From an optimization exercise on the open Yosys and OpenROAD flow, aimed at a short achievable clock period and few clock cycles; shortcuts taken in it are not production practice. Where RTL was checked, it was by simulation tests only, not by an equivalence proof against the original. Only the layout flow was run in run 1; the RTL was not checked for function there. Power and IR drop assume default switching activity.

==> design.v <==
`default_nettype none
package riscvPkg;
    localparam logic [6:0] opLoad   = 7'd3;
    localparam logic [6:0] opStore  = 7'd35;
    localparam logic [6:0] opRType  = 7'd51;
    localparam logic [6:0] opIType  = 7'd19;
    localparam logic [6:0] opBranch = 7'd99;
    localparam logic [6:0] opJal    = 7'd111;
endpackage
`default_nettype wire
`timescale 1ns/1ps
`default_nettype none
module mainDeco (
    input  wire logic [6:0] op,
    output logic            isLoad,
    output logic            isStore,
    output logic            isRType,
    output logic            isIType,
    output logic            isBranch,
    output logic            isJal
);
    assign isJal    =  op[6] &  op[2];
    assign isBranch =  op[6] & ~op[2];
    assign isStore  = ~op[6] &  op[5] & ~op[4];
    assign isRType  = ~op[6] &  op[5] &  op[4];
    assign isIType  = ~op[6] & ~op[5] &  op[4];
    assign isLoad   = ~op[6] & ~op[5] & ~op[4];
endmodule
`default_nettype wire
`timescale 1ns/1ps
`default_nettype none
module aluDeco (
    input  wire logic       isRType,
    input  wire logic       isIType,
    input  wire logic [2:0] funct3,
    input  wire logic       funct7b5,
    output logic            selAdd,
    output logic            selAnd,
    output logic            selOr,
    output logic            selSlt,
    output logic            invB
);
    logic aluOp;
    assign aluOp  = isRType | isIType;
    assign selAnd = aluOp &  funct3[2] &  funct3[0];
    assign selOr  = aluOp &  funct3[2] & ~funct3[0];
    assign selSlt = aluOp & ~funct3[2] &  funct3[1];
    assign selAdd = ~(selAnd | selOr | selSlt);
    assign invB   = selSlt | (isRType & ~funct3[2] & ~funct3[1] & funct7b5);
endmodule
`default_nettype wire
`timescale 1ns/1ps
`default_nettype none
module regFile (
    input  wire logic        clk,
    input  wire logic        we,
    input  wire logic [4:0]  ra1,
    input  wire logic [4:0]  ra2,
    input  wire logic [4:0]  wa,
    input  wire logic [31:0] wd,
    output logic [31:0]      rd1,
    output logic [31:0]      rd2
);
    logic [31:0] regs [1:31];  
    always_ff @(posedge clk)
    begin
        if (we && (wa != 5'd0))
        begin
            regs[wa] <= wd;
        end
    end
    always_comb
    begin
        rd1 = 32'd0;
        rd2 = 32'd0;
        if (ra1 != 5'd0)
        begin
            rd1 = regs[ra1];
        end
        if (ra2 != 5'd0)
        begin
            rd2 = regs[ra2];
        end
    end
endmodule
`default_nettype wire
`timescale 1ns/1ps
`default_nettype none
module dataPath #(
    parameter logic [31:0] resetPc = 32'h0000_0000
) (
    input  wire logic        clk,
    input  wire logic        arstN,
    input  wire logic [31:0] instr,
    input  wire logic [31:0] readData,
    output logic [31:0]      pc,
    output logic [31:0]      memAddr,
    output logic [31:0]      memWriteData,
    output logic             memWrite
);
    logic [31:0] pcF;
    logic [31:0] irD;
    logic [31:0] pcD;
    logic        validD;
    logic        validE;
    logic [31:0] aE;
    logic [31:0] bE;
    logic        cinE;
    logic        selAddE;
    logic        selAndE;
    logic        selOrE;
    logic        selSltE;
    logic        loadE;
    logic        storeE;
    logic        wrE;
    logic [4:0]  rdE;
    logic        brE;
    logic [31:0] tgtE;
    logic [31:0] stDataE;
    logic [31:0] resM;
    logic [31:0] stDataM;
    logic        storeM;
    logic        loadM;
    logic        wrM;
    logic [4:0]  rdM;
    logic        isLoad, isStore, isRType, isIType, isBranch, isJal;
    logic        selAdd, selAnd, selOr, selSlt, invB;
    logic [4:0]  rs1, rs2, rd;
    logic [31:0] immI, immS, immB, immJ, immD, tgtD, linkD;
    logic        useRs1, useRs2, sameRs;
    logic        stall, redirD, redirE, flushD;
    logic [31:0] rv1, rv2, fw1, fw2, aluRes, wbM;
    logic        fwE1, fwE2, fwM1, fwM2;
    assign rs1 = irD[19:15];
    assign rs2 = irD[24:20];
    assign rd  = irD[11:7];
    mainDeco mDeco (
        .op       (irD[6:0]),
        .isLoad   (isLoad),
        .isStore  (isStore),
        .isRType  (isRType),
        .isIType  (isIType),
        .isBranch (isBranch),
        .isJal    (isJal)
    );
    aluDeco aDeco (
        .isRType  (isRType),
        .isIType  (isIType),
        .funct3   (irD[14:12]),
        .funct7b5 (irD[30]),
        .selAdd   (selAdd),
        .selAnd   (selAnd),
        .selOr    (selOr),
        .selSlt   (selSlt),
        .invB     (invB)
    );
    assign immI = {{20{irD[31]}}, irD[31:20]};
    assign immS = {{20{irD[31]}}, irD[31:25], irD[11:7]};
    assign immB = {{20{irD[31]}}, irD[7], irD[30:25], irD[11:8], 1'b0};
    assign immJ = {{12{irD[31]}}, irD[19:12], irD[20], irD[30:21], 1'b0};
    assign immD = isStore ? immS : immI;
    assign tgtD  = pcD + (isJal ? immJ : immB);
    assign linkD = pcD + 32'd4;
    assign useRs1 = ~isJal;
    assign useRs2 = isRType | isStore | isBranch;
    assign sameRs = (rs1 == rs2);
    regFile regs (
        .clk (clk),
        .we  (wrM),
        .ra1 (rs1),
        .ra2 (rs2),
        .wa  (rdM),
        .wd  (wbM),
        .rd1 (rv1),
        .rd2 (rv2)
    );
    assign fwE1 = validE & wrE & (rdE == rs1);
    assign fwE2 = validE & wrE & (rdE == rs2);
    assign fwM1 = wrM & (rdM == rs1);
    assign fwM2 = wrM & (rdM == rs2);
    assign wbM = loadM ? readData : resM;
    assign fw1 = fwE1 ? aluRes : (fwM1 ? wbM : rv1);
    assign fw2 = fwE2 ? aluRes : (fwM2 ? wbM : rv2);
    assign stall = validD & validE & loadE & wrE &
                   ((useRs1 & (rdE == rs1)) | (useRs2 & (rdE == rs2)));
    logic [31:0] sum;
    logic        lt, eq;
    assign sum    = aE + bE + {31'd0, cinE};
    assign lt     = (aE[31] == bE[31]) ? aE[31] : sum[31];
    assign aluRes = ({32{selAddE}} & sum) |
                    ({32{selAndE}} & (aE & bE)) |
                    ({32{selOrE}}  & (aE | bE)) |
                    {31'd0, selSltE & lt};
    assign eq     = (aE == bE);
    assign redirE = validE & brE & eq;
    assign redirD = validD & (isJal | (isBranch & sameRs));
    assign flushD = redirE;
    always_ff @(posedge clk or negedge arstN)
    begin
        if (!arstN)
        begin
            pcF <= resetPc;
        end
        else if (redirE)
        begin
            pcF <= tgtE;
        end
        else if (redirD)
        begin
            pcF <= tgtD;
        end
        else if (!stall)
        begin
            pcF <= pcF + 32'd4;
        end
    end
    assign pc = pcF;
    always_ff @(posedge clk or negedge arstN)
    begin
        if (!arstN)
        begin
            validD <= 1'b0;
        end
        else if (redirE || redirD)
        begin
            validD <= 1'b0;
        end
        else if (!stall)
        begin
            validD <= 1'b1;
        end
    end
    always_ff @(posedge clk)
    begin
        if (!stall)
        begin
            irD <= instr;
            pcD <= pcF;
        end
    end
    always_ff @(posedge clk or negedge arstN)
    begin
        if (!arstN)
        begin
            validE <= 1'b0;
        end
        else
        begin
            validE <= validD & ~stall & ~flushD;
        end
    end
    always_ff @(posedge clk)
    begin
        aE      <= isJal ? linkD : fw1;
        bE      <= isJal ? 32'd0 : ((isRType | isBranch) ? fw2 : immD) ^ {32{invB}};
        cinE    <= invB;
        selAddE <= selAdd;
        selAndE <= selAnd;
        selOrE  <= selOr;
        selSltE <= selSlt;
        loadE   <= isLoad;
        storeE  <= isStore;
        wrE     <= (isLoad | isRType | isIType | isJal) & (rd != 5'd0);
        rdE     <= rd;
        brE     <= isBranch & ~sameRs;
        tgtE    <= tgtD;
        stDataE <= fw2;
    end
    always_ff @(posedge clk or negedge arstN)
    begin
        if (!arstN)
        begin
            storeM <= 1'b0;
            wrM    <= 1'b0;
        end
        else
        begin
            storeM <= validE & storeE;
            wrM    <= validE & wrE;
        end
    end
    always_ff @(posedge clk)
    begin
        resM    <= aluRes;
        stDataM <= stDataE;
        loadM   <= loadE;
        rdM     <= rdE;
    end
    assign memAddr      = resM;
    assign memWriteData = stDataM;
    assign memWrite     = storeM;
endmodule
`default_nettype wire
`timescale 1ns/1ps
`default_nettype none
module riscvSingle #(
    parameter logic [31:0] resetPc = 32'h0000_0000
) (
    input  wire logic        clk,
    input  wire logic        arstN,
    output logic [31:0]      pc,
    input  wire logic [31:0] instr,
    output logic [31:0]      memAddr,
    output logic [31:0]      memWriteData,
    output logic             memWrite,
    input  wire logic [31:0] memReadData
);
    dataPath #(
        .resetPc (resetPc)
    ) dPath (
        .clk          (clk),
        .arstN        (arstN),
        .instr        (instr),
        .readData     (memReadData),
        .pc           (pc),
        .memAddr      (memAddr),
        .memWriteData (memWriteData),
        .memWrite     (memWrite)
    );
endmodule
`default_nettype wire
==> run.sh <==
#!/bin/bash
# synth_recipe.tcl (not shown) runs the flow's synth.tcl, then flattens the netlist and writes it again
# the make line also repeats each setting of config.mk as NAME=value (left out here)
make -C /OpenROAD-flow-scripts/flow DESIGN_CONFIG=/design/flow/config.mk WORK_HOME=/design/flow/orfs CLKGATE_MAP_FILE= SYNTH_SCRIPT=/design/flow/synth_recipe.tcl finish
==> config.mk <==
export PLATFORM = sky130hd
export DESIGN_NAME = riscvSingle
export DESIGN_NICKNAME = riscvSingle
export VERILOG_FILES = /design/flow/design.v
export SDC_FILE = /design/flow/constraint.sdc
export NUM_CORES = 4
export LEC_CHECK = 0
export ABC_CLOCK_PERIOD_IN_PS = 2500
export CAP_MARGIN = 20
export CORE_MARGIN = 2
export CORE_UTILIZATION = 50
export SETUP_SLACK_MARGIN = 5
export SLEW_MARGIN = 20
==> constraint.sdc <==
create_clock -name core_clock -period 8.3 [get_ports {clk}]
set_input_delay 1.6600 -clock core_clock [delete_from_list [all_inputs] [get_ports {clk}]]
set_output_delay 1.6600 -clock core_clock [all_outputs]
set_load 0.01 [all_outputs]
==> results of run 1 <==
[placed cells by master (no fill, tap or decap), types with 99 or more instances in the layout]
cell type and instances:
a21oi_1 158, buf_4 169, clkbuf_16 150, dfxtp_1 204
edfxtp_1 1053, inv_1 125, mux2i_1 139, mux4_2 548
nand2_1 192, nor2_1 200, o21ai_0 99
[kinds of logic (layout without fill, tap and decap cells)]
group | Yosys count | in the layout
XOR/XNOR | 127 | 127
flip-flops | 1311 | 1311
buffers and inverters | 409 | 777
adder cells (fa/ha/maj) | 99 | 99
other | 0 | 1
multiplexers | 749 | 749
AO/OA/AOI/OAI | 686 | 686
AND/OR/NAND/NOR | 660 | 661
[flip-flops by register name, indices dropped and copies added (netlist names), 5 cells and up, named ones only]
signal,cells
dPath.rdE,5
dPath.stDataE,32
dPath.stDataM,32
dPath.aE,32
dPath.pcD,32
dPath.tgtE,32
dPath.rdM,5
dPath.regs.regs,992
dPath.resM,32
dPath.pcF,32
dPath.bE,32
dPath.irD,29
[what timing repair did]
action	4_1_cts	5_1_grt
buffers inserted	63	63
gates resized for setup	307	126
pin swaps	28	55
gates cloned	17	7
setup endpoints to repair	283	158
[layer usage]
layer | up-vias | wire length (µm) | part of all wire, %
met2 | 2022 | 98900 | 48
met1 | 21086 | 78200 | 38
li1 | 16813 | - | -
met5 | - | 34 | 0.017
met3 | 396 | 19800 | 9.6
met4 | 4 | 9020 | 4.4
[worst paths after layout]
kind / end / slack, ps / cells past startpoint
setup / recovery: dPath.pcF[29] / 4920 / 15
hold / removal: dPath.stDataM[17] / 320 / 0
setup reg to reg: dPath.pcF[29] / 4920 / 15
hold reg to reg: dPath.stDataM[17] / 320 / 0
max in group asynchronous: dPath.pcF[2] / 6510 / 1
min in group asynchronous: dPath.pcF[16] / 1070 / 1
[power by group]
part / internal [mW] / total [mW] / switching, mW
registers: 8.36 / 8.84 / 0.474
logic: 1.90 / 5.10 / 3.21
clock network: 3.53 / 6.17 / 2.64
[final cells by class]
type | count | area [µm²] | share of cell area [%]
multi-input combinational | 2322 | 25800 | 34.8
clock buffer | 181 | 3840 | 5.19
sequential | 1311 | 37000 | 50.0
inverter | 132 | 519 | 0.701
antenna | 1 | 2.50 | 0.00338
timing repair buffer | 388 | 4180 | 5.64
timing repair inverter | 4 | 22.5 | 0.0304
clock inverter | 72 | 643 | 0.868
tap | 1650 | 2060 | 2.79
[metrics by stage]
step	area, µm²	util [%]
floorplan	63200	-
global placement	66600	53.1
detailed placement	66600	53.1
CTS	72900	58.1
global route	74100	59.1
finish	74100	59.1
[worst reg2reg max path, stage by stage (launching register included)]
cell and delay (ps):
edfxtp_1 440, and2_4 240, nand2_2 60, nand2_2 70, ha_4 140, inv_2 40
fa_2 350, nor2b_2 140, o31a_1 190, o41a_1 220, o211ai_1 160, a21boi_2 260
o31ai_4 100, or4_1 430, mux2_4 280, o31ai_2 180
==> impl_metrics.json, run 1 <==
{
  "power_mw": 20.1,
  "synth_top_flop_cell": "edfxtp_1",
  "cts.sinks": 1311,
  "yosys_register_bits": 1311,
  "slew_headroom_pct": 21.2,
  "synth_edf_count": 1053,
  "power.density_mw_per_mm2": 271,
  "avgSynthCellArea_um2": 15.6,
  "fin_ws_ps": 4920,
  "hold_start": "dPath.stDataE[17]",
  "fin_nets": 4467,
  "cts_tree": "yes",
  "critical_path_class": "reg -> reg",
  "worst-slew-pin-transition_ps": 1150,
  "dr_total_vias": 40321,
  "ys_top_cells_by_area": "edfxtp_1 50%, mux4_2 20%, dfxtp_1 7.0%, mux2i_1 2.8%, ha_1 1.9%",
  "dp.cells": 5657,
  "antenna_found_initial": 5,
  "drt_pre_antenna_iters": 6,
  "synth_fa_ha_area_share_pct": 2.00,
  "synth_fp_nets": 4206,
  "synthCells": 4041,
  "synthTopCellsByCount": "1053 x edfxtp_1, 548 x mux4_2, 229 x nor2_1, 222 x dfxtp_1, 201 x nand2_1",
  "reg2reg_from": "dPath.irD[6]",
  "status": "finished clean",
  "coreArea_mm2": 0.125,
  "startpoint": "dPath.irD[6]",
  "dp_hpwl_mm": 117,
  "critPathMaxFanout": 7,
  "pre_cts_slack_ps": 3880,
  "setup_violations": 0,
  "grt_max_degree": 85,
  "start_kind": "flip-flop",
  "fin_skew_ps": 27.4,
  "cts_buffers": 143,
  "tns_ps": 0,
  "synth_xor_area_share_pct": 1.76,
  "area_growth_pct": 17.5,
  "drive_gt1_share_pct": 28.9,
  "hold_buffers": 0,
  "grt_pass1_wl_mm": 288,
  "met3_usage_pct": 6.68,
  "dr.first_iter.drc_count": 4840,
  "htreeDepth": 4,
  "grt_util_met2_pct": 51.3,
  "pin_count": 163,
  "layout_min_cycle_time_ps": 3380,
  "crit_slowest_cell": "edfxtp_1",
  "critPathTopFamily": "compound AO/OA/AOI/OAI gates",
  "die_y_um": 359,
  "synth_warnings": 2,
  "wire_per_inst_um": 34.0,
  "clk_pin_slew_ps": 60,
  "cts-root-buf": "clkbuf_16",
  "path_cells": "and2_4 > nand2_2 > nand2_2 > ha_4 > inv_2 > fa_2 > nor2b_2 > o31a_1 > o41a_1 > o211ai_1 > a21boi_2 > o31ai_4 > or4_1 > mux2_4 > o31ai_2",
  "async_reset_ff_share_pct": 2.75,
  "track_usage_pct": 31.6,
  "drv_slew": 0,
  "synth_top_cell_by_area": "edfxtp_1",
  "die_w_um": 359,
  "cp_data_arrival_time_ps": 4060,
  "synth_top_family_by_area": "multiplexers",
  "synth_compound_area_share_pct": 7.27,
  "yosys.area_share.simple_pct": 4.76,
  "yosys.area.top_type_share_pct": 50.1,
  "io_buffers": 159,
  "layout_worst_path_cycle_share_pct": 40.8,
  "synth.most_common_cell": "edfxtp_1",
  "vdd_drop_max_v": 0.000182,
  "max_freq_ghz": 0.295,
  "drtAntennaViolNets": 0,
  "synthMuxAreaShare_pct": 22.8,
  "post_synth_num_cell_types": 83,
  "top_usage_layer": "met2",
  "crit_required_ps": 8980,
  "die_area_mm2": 0.129,
  "start_util_pct": 50.3,
  "drc": 0,
  "finalHoldViolations": 0,
  "finalNonFillerCells": 6061,
  "hold_class": "reg -> reg",
  "avgViaCountPerCell": 6.65,
  "rsz0062_at_grt": "true",
  "worst_path_largest_cell_delay_ps": 440,
  "crit_buf_inv": 1,
  "drt-total-wl_mm": 206,
  "grtUsageMet1_pct": 41.8,
  "cp_common_cell": "nand2_2",
  "row_count": 130,
  "worstSkewPairLatency_ps": 800,
  "globalRouteOverflowTotal": 0,
  "leakage_nw": 25.5,
  "netlist_area_mm2": 0.0631,
  "nFillCells": 9632,
  "grt_pass1_vias": 39314,
  "worstSetupEndpointType": "flip-flop",
  "clockBufferDepth": 3,
  "holdWs_ps": 324,
  "synth.yosys.seq_area_share_pct": 58.6,
  "gp_congestion": 0.946,
  "drv_cap": 0
}
==> inputs of run 2 (changes only) <==
--- a/design.v
+++ b/design.v
@@ -104,2 +104,4 @@
     logic        validD;
+    logic        predD;
+    logic [31:0] predIrD;
     logic        validE;
@@ -163,4 +165,4 @@
     assign linkD = pcD + 32'd4;
-    assign useRs1 = ~isJal;
-    assign useRs2 = isRType | isStore | isBranch;
+    assign useRs1 = ~isJal & ~(isBranch & sameRs);
+    assign useRs2 = isRType | isStore | (isBranch & ~sameRs);
     assign sameRs = (rs1 == rs2);
@@ -195,4 +197,42 @@
     assign redirE = validE & brE & eq;
-    assign redirD = validD & (isJal | (isBranch & sameRs));
     assign flushD = redirE;
+    localparam int BtbBits = 4;
+    localparam int BtbN    = 1 << BtbBits;
+    logic [31:0]           btbTgt  [0:BtbN-1];
+    logic [31:0]           btbIr   [0:BtbN-1];
+    logic [31:BtbBits+2]   btbTag  [0:BtbN-1];
+    logic [BtbN-1:0]       btbValid;
+    logic [BtbBits-1:0]    idxF, idxD;
+    logic                  hitF, uncondD, predOk, btbWr;
+    assign idxF = pcF[BtbBits+1:2];
+    assign idxD = pcD[BtbBits+1:2];
+    assign hitF = btbValid[idxF] & (btbTag[idxF] == pcF[31:BtbBits+2]);
+    assign uncondD = isJal | (isBranch & sameRs);
+    assign predOk  = predD & (irD == predIrD);
+    assign redirD  = validD & ~stall & (predD ? ~predOk : uncondD);
+    assign btbWr   = validD & ~flushD & uncondD & ~predOk;
+    always_ff @(posedge clk or negedge arstN)
+    begin
+        if (!arstN)
+        begin
+            btbValid <= '0;
+        end
+        else if (validD & ~flushD & predD & ~predOk & ~uncondD)
+        begin
+            btbValid[idxD] <= 1'b0;
+        end
+        else if (btbWr)
+        begin
+            btbValid[idxD] <= 1'b1;
+        end
+    end
+    always_ff @(posedge clk)
+    begin
+        if (btbWr)
+        begin
+            btbTgt[idxD] <= tgtD;
+            btbIr[idxD]  <= irD;
+            btbTag[idxD] <= pcD[31:BtbBits+2];
+        end
+    end
     always_ff @(posedge clk or negedge arstN)
@@ -209,3 +249,3 @@
         begin
-            pcF <= tgtD;
+            pcF <= uncondD ? tgtD : linkD;
         end
@@ -213,3 +253,3 @@
         begin
-            pcF <= pcF + 32'd4;
+            pcF <= hitF ? btbTgt[idxF] : pcF + 32'd4;
         end
@@ -236,4 +276,6 @@
         begin
-            irD <= instr;
-            pcD <= pcF;
+            irD     <= instr;
+            pcD     <= pcF;
+            predD   <= hitF;
+            predIrD <= btbIr[idxF];
         end
==> impl_metrics.json, run 2 <==
{
  "leakage_nw": 49.2,
  "synth_edf_count": 2529,
  "synth_warnings": 2,
  "clock_power_share_pct": 28.2,
  "worst-slew-pin-transition_ps": 1140,
  "dr.first_iter.drc_count": 8595,
  "synth_top_cell_by_area": "edfxtp_1",
  "holdWs_ps": 325,
  "cts.sinks": 2803,
  "gp_congestion": 0.978,
  "drv_slew": 0,
  "async_reset_ff_share_pct": 1.86,
  "clockBufferDepth": 4,
  "wire_per_inst_um": 37.1,
  "drt_pre_antenna_iters": 6,
  "ys_top_cells_by_area": "edfxtp_1 63%, mux4_2 17%, dfxtp_1 3.7%, mux2i_1 2.2%, dfrtp_1 1.1%",
  "status": "finished clean",
  "slew_headroom_pct": 21.6,
  "synth.yosys.seq_area_share_pct": 67.5,
  "critPathMaxFanout": 8,
  "grt_pass1_vias": 71033,
  "worstSetupEndpointType": "flip-flop",
  "dp_hpwl_mm": 209,
  "critical_path_class": "reg -> reg",
  "netlist_area_mm2": 0.121,
  "cts-root-buf": "clkbuf_16",
  "layout_min_cycle_time_ps": 3840,
  "clk_pin_slew_ps": 60,
  "fin_ws_ps": 4460,
  "drt-total-wl_mm": 400,
  "power_mw": 46.5,
  "grt_pass1_wl_mm": 548,
  "pre_cts_slack_ps": 2970,
  "drtAntennaViolNets": 0,
  "dr_total_vias": 71309,
  "post_synth_num_cell_types": 91,
  "start_kind": "flip-flop",
  "grt_max_degree": 99,
  "globalRouteOverflowTotal": 0,
  "hold_buffers": 0,
  "synthTopCellsByCount": "2529 x edfxtp_1, 940 x mux4_2, 297 x nor2_1, 268 x mux2i_1, 257 x clkbuf_1",
  "largest_register_ffs": 992,
  "fin_util_pct": 61.1,
  "max_freq_ghz": 0.261,
  "avgViaCountPerCell": 6.62,
  "area_growth_pct": 21.3,
  "io_buffers": 162,
  "worstSkewPairLatency_ps": 960,
  "avgSynthCellArea_um2": 18.4,
  "cp_data_arrival_time_ps": 4630,
  "finalHoldViolations": 0,
  "yosys.area.top_type_share_pct": 62.8,
  "drv_cap": 0,
  "placed_cell_area_mm2": 0.127,
  "drc": 0,
  "fin_skew_ps": 70.8,
  "die_area_mm2": 0.246,
  "final_common_cell": "edfxtp_1",
  "p_sw_share_pct": 31.7,
  "finalNonFillerCells": 10765,
  "largest_registers": "dPath.regs.regs: 992 flops, dPath.btbIr: 512 flops, dPath.btbTgt: 512 flops",
  "internal_power_mw": 31.8,
  "synth.most_common_cell": "edfxtp_1",
  "rsz0062_at_grt": "true",
  "cts_buffers": 313,
  "comb_power_share_pct": 30.8,
  "die_w_um": 496,
  "hold_class": "reg -> reg",
  "fin_nets": 7515,
  "vdd_drop_max_v": 0.000186,
  "power.density_mw_per_mm2": 317,
  "p_sw_mw": 14.7,
  "coreArea_mm2": 0.241,
  "row_count": 180,
  "seq_power_share_pct": 41.0,
  "drive_gt1_share_pct": 35.5,
  "cts_tree": "yes",
  "track_usage_pct": 32.0,
  "synth_fp_nets": 6758,
  "setup_violations": 0,
  "fin_area_mm2": 0.147,
  "pin_count": 163,
  "antenna_found_initial": 19,
  "synth_top_flop_cell": "edfxtp_1",
  "layout_worst_path_cycle_share_pct": 46.2,
  "tns_ps": 0,
  "layout_common_cells": "2529 x edfxtp_1, 940 x mux4_2, 373 x buf_4",
  "start_util_pct": 50.3,
  "htreeDepth": 5,
  "top_register": "dPath.regs.regs",
  "die_y_um": 496,
  "dp.cells": 9713,
  "crit_required_ps": 9090,
  "yosys_register_bits": 2803,
  "synthCells": 6589
}
run 2: worst max-delay path, cell delays in order, from the launching register on:
cell      delay [ps]
dfrtp_4          500
buf_12           180
buf_12           150
buf_12           120
buf_16           130
nor2b_4          160
a22o_4           300
a222oi_1         310
a31oi_1          220
nor2_2           200
nand3_4          170
or3_4            560
buf_12           190
mux2_4           310
a21oi_4          130
a21oi_2           40
run 2: final timing paths:
kind,start,slack (ps),endpoint,cells past startpoint
max reg2reg,dPath.pcF[3],4460,dPath.pcF[9],15
max,dPath.pcF[3],4460,dPath.pcF[9],15
min in group asynchronous,arstN,980,dPath.pcF[16],2
min,dPath.stDataE[24],330,dPath.stDataM[24],0
min reg2reg,dPath.stDataE[24],330,dPath.stDataM[24],0
max in group asynchronous,arstN,6590,dPath.pcF[22],2
run 2: cell families after synthesis:
| family | synth area share (%) |
|---|---|
| multiplexers | 20.5 |
| buffers and inverters | 1.88 |
| adder cells (fa/ha/maj) | 1.08 |
| AND/OR/NAND/NOR | 3.34 |
| XOR/XNOR | 1.26 |
| flip-flops | 67.5 |
| AO/OA/AOI/OAI | 4.48 |
run 2: what timing repair did:
action | 4_1_cts | 5_1_grt
gates cloned | 69 | 28
pin swaps | 165 | 125
gates resized for setup | 850 | 304
endpoints found under the setup margin | 2204 | 1749
setup buffers | 271 | 135
run 2: final cells by class:
cell class,instances,area [µm²]
fill,17109,93700
sequential,2803,81800
multi-input combinational,3254,40600
timing repair buffer,848,10400
clock buffer,404,8380
tap,3185,3990
clock inverter,137,1130
inverter,125,519
antenna,8,20.0
timing repair inverter,1,5.00
run 2: power by group through the flow:
stage | Sequential (mW) | Clock (mW) | Combinational, mW
floorplan | 19.0 | 0 | 6.55
global route | 19.2 | 13.8 | 14.9
finish | 19.1 | 13.1 | 14.3
detailed placement | 19.7 | 0 | 10.3
CTS | 19.1 | 13.3 | 13.1
global placement | 19.6 | 0 | 10.2
run 2: layer usage:
layer	GRT usage, %	part of all wire (%)
met1	41.6	36
met2	52.6	49
met3	5.45	8.5
met4	15.7	6.1
met5	0	0.024
Testbench counts of run 2, summed over its fixed seeds: cycles 44,861.

## separate check: timing with driven ports
Ports are ideal in the flow. The routed layouts listed here were re-timed in OpenROAD.
Step 1 (the two cells are an assumption about what drives the block):
set clk [get_ports {clk}]
set_driving_cell -lib_cell sky130_fd_sc_hd__clkbuf_16 $clk
set_driving_cell -lib_cell sky130_fd_sc_hd__buf_2 [delete_from_list [all_inputs] $clk]
Step 2 adds t to the input delays and takes it off the output delays; t is the mean of the earliest and latest rising clock arrival at the registers after step 1. Input paths then give back, and output paths get back, about the clock's delay inside the block.
a / b / c = ideal / step 1 / step 2; a / b = the first two.
run | t (ns) | setup slack, ns | worst data-port slew with drivers (ns)
run 1 | 0.859 | 4.916 / 4.916 / 4.121 | 0.05
run 2 | 1.013 | 4.463 / 4.463 / 4.040 | 0.19
After both steps setup and hold are still met in every run listed. The setup slack of run 1, which loses most, moves by 0.000 ns with the drivers and by -0.795 ns with both steps.
